This design comes from an exercise in tuning for small area, a short achievable clock period and few clock cycles per item on the open sky130 flow, not from production work.
The RTL was checked by simulation tests, not by an equivalence proof against the original design.
Power figures rest on the tool's default switching activity, not on a simulated workload.

run a:
// conv_pe_top
module conv_pe_top (
    input  logic        clk,
    input  logic        rst,
    input  logic        wght_valid_i,
    input  logic [63:0] wght_i,
    output logic        wght_ready_o,
    input  logic        act_valid_i,
    input  logic [63:0] act_i,
    output logic        act_ready_o,
    output logic [23:0] result_o,
    output logic        result_valid_o
);
export LEC_CHECK = 0
export CAP_MARGIN = 20
export CORE_MARGIN = 2
export CORE_UTILIZATION = 65
export CTS_CLUSTER_DIAMETER = 140
export CTS_CLUSTER_SIZE = 25
export SETUP_SLACK_MARGIN = 3.05
export SLEW_MARGIN = 20
export SYNTH_HIERARCHICAL = 1
export SYNTH_MINIMUM_KEEP_SIZE = 0
create_clock -name core_clock -period 5.0 [get_ports {clk}]
standard.sh (not shown) runs the stock make flow with config.mk's settings and CLKGATE_MAP_FILE= SYNTH_SCRIPT=/design/flow/synth_recipe.tcl, a recipe that flattens the netlist after the stock synthesis.
==> flow/flow/run.sh <==
#!/bin/bash
# The standard layout, with two resizer settings changed: cells may be
# swapped for ones of another footprint during repair, and the port buffers
# are plain buffers instead of the smallest-area (delay) buffer.
set -euo pipefail
bash standard.sh MATCH_CELL_FOOTPRINT=0 "BUFFER_PORTS_ARGS=-buffer_cell sky130_fd_sc_hd__buf_2" finish > make.log 2>&1
Testbench counts of run a, summed over its fixed seeds: cycles 8,892, windows 900.
Inputs modified between run a and run b:
==> flow/run.sh (new file) <==
#!/bin/bash
# synth_recipe.tcl (not shown) runs the flow's synth.tcl, then flattens the netlist and writes it again
# the make line also repeats each setting of config.mk as NAME=value (left out here)
make -C /OpenROAD-flow-scripts/flow DESIGN_CONFIG=/design/flow/config.mk WORK_HOME=/design/flow/orfs CLKGATE_MAP_FILE= SYNTH_SCRIPT=/design/flow/synth_recipe.tcl finish
removed: flow/flow/run.sh
removed: flow/standard.sh
## What came out
- Wire length per cell: run b vs run a up 1.5%
- On clock skew, run a beats run b.
- On clock buffer and inverter area fraction after layout, run b tracks run a almost exactly.
- Clock buffer instance count of the final layout: run b > run a
- Where hold slack is concerned, run a is outperformed by run b.
- Final RePlAce weighted congestion: run b vs run a up 1.3%
- Relative to run a, run b degrades wire length.
- Via count | run b below run a

========
Another version of the RTL of conv_pe_top (not shown whole).
Size: ~2,600 cells after synthesis, roughly 1,000 flip-flops, ~160 I/O pins, roughly 0.036 mm² of cells after synthesis.
export LEC_CHECK = 0
export CAP_MARGIN = 20
export CORE_MARGIN = 2
export CORE_UTILIZATION = 65
export CTS_BUF_LIST = sky130_fd_sc_hd__clkbuf_4 sky130_fd_sc_hd__clkbuf_8
export CTS_CLUSTER_SIZE = 30
export SETUP_SLACK_MARGIN = 2.8
export SLEW_MARGIN = 20
export SYNTH_HIERARCHICAL = 1
export SYNTH_MINIMUM_KEEP_SIZE = 0
create_clock -name core_clock -period 5.0 [get_ports {clk}]
run.sh (not shown) runs the stock make flow with config.mk's settings and CLKGATE_MAP_FILE= SYNTH_SCRIPT=/design/flow/synth_recipe.tcl, a recipe that flattens the netlist after the stock synthesis.
Stock flow here: none of the scripts above is used.
Testbench counts at the start, summed over its fixed seeds: cycles 8,884, windows 900.
Then changed:
==> flow/flow/run.sh (new file) <==
#!/bin/bash
# The standard layout, with two resizer settings changed: cells may be
# swapped for ones of another footprint during repair, and the port buffers
# are plain buffers instead of the smallest-area (delay) buffer.
set -euo pipefail
bash standard.sh MATCH_CELL_FOOTPRINT=0 "BUFFER_PORTS_ARGS=-buffer_cell sky130_fd_sc_hd__buf_2" finish > make.log 2>&1
==> flow/standard.sh (new file) <==
#!/bin/bash
# synth_recipe.tcl (not shown) runs the flow's synth.tcl, then flattens the netlist and writes it again
# the make line also repeats each setting of config.mk as NAME=value (left out here)
make -C /OpenROAD-flow-scripts/flow DESIGN_CONFIG=/design/flow/config.mk WORK_HOME=/design/flow/orfs CLKGATE_MAP_FILE= SYNTH_SCRIPT=/design/flow/synth_recipe.tcl "${@:-finish}"
Settings changed: CTS_BUF_LIST sky130_fd_sc_hd__clkbuf_4 sky130_fd_sc_hd__clkbuf_8 to default, CTS_CLUSTER_DIAMETER from default to 150.
removed: flow/run.sh
After rerunning: Routed wire length decreases by 5.8%; critical path depth stays the same; utilization decreases by 6.0 points; global-route usage came out lower by 2.4 points; sequential share of layout area went up by 4.0 points; power is lower by 13%; final area shrinks by 7.7%; flip-flop and latch count does not change.
Then changed:
Settings changed: CORE_UTILIZATION 65 to 75, CTS_CLUSTER_DIAMETER 150 to default, CTS_CLUSTER_SIZE 30 to default.
- routed wire length came out higher by about a fifth
- cell area climbs by a few percent
- cell count barely changes
- global-route usage increases by 12 points
- core utilization goes up by 16 points
- clock-buffer cell count is higher by 92
- hold slack gets better by 0.0034 ns
- non-clock buffer count grows by 10
- die area came out lower by roughly a tenth
Then changed:
Settings changed: CORE_UTILIZATION 75 to 65.
The changed run ran to the end with no violations.
Final cell count goes up by 3.4%.
Flip-flop and latch count does not change.
Power goes down by 1.7%.
First-iteration DRC count goes down by 32%.
Critical path depth goes up by 1.
Utilization goes down by 12 points.
Non-clock buffer count goes down by 21.
Via count goes down by 7.2%.
Wire length goes down by 14%.
Then changed:
Settings changed: CORE_UTILIZATION 65 to 40.
=> Final area came out higher by 2.1%; area after synthesis is unchanged; first-iteration DRC count went down by 20%; die area is higher by 61%; flip-flop and latch count stays the same; power grows by 0.54%; worst setup slack gets worse by 0.030 ns.

port drivers added, routing unchanged:
The flow's constraints put no driver on any port. The routed layouts listed below were extracted and timed again, unchanged, in two steps.
Step 1, drivers: a clkbuf_16 drives clk and a buf_2 each remaining input, both assumed.
Step 2 adds t to the input delays and takes it off the output delays; t is the mean of the earliest and latest rising clock arrival at the registers after step 1. Input paths then give back, and output paths get back, about the clock's delay inside the block.
Slacks: ideal ports / drivers / drivers and shift; pairs: ideal ports / drivers.
run	t (ns)	setup WS [ns]	worst setup path after step 2	latest minus earliest clock arrival (ns)	slew at the worst register clock pin (ns)
run a	0.690	2.902 / 2.841 / 2.523	input to register	0.030 / 0.030	0.11 / 0.11
run b	0.682	2.900 / 2.835 / 2.576	input to register	0.039 / 0.039	0.11 / 0.11
the first run of note 2	0.828	2.702 / 2.690 / 2.212	input to register	0.044 / 0.043	0.07 / 0.07
the second run of note 2	0.667	2.729 / 2.729 / 2.483	input to register	0.031 / 0.031	0.12 / 0.12
the third run of note 2	0.723	2.674 / 2.674 / 2.295	input to register	0.034 / 0.034	0.08 / 0.08
the fourth run of note 2	0.710	2.738 / 2.738 / 2.580	input to register	0.021 / 0.021	0.07 / 0.07
the fifth run of note 2	0.714	2.707 / 2.707 / 2.289	input to register	0.025 / 0.026	0.07 / 0.07
After both steps setup and hold are still met in every run listed. The setup slack of the first run of note 2, which loses most, moves by -0.012 ns with the drivers and by -0.490 ns with both steps.
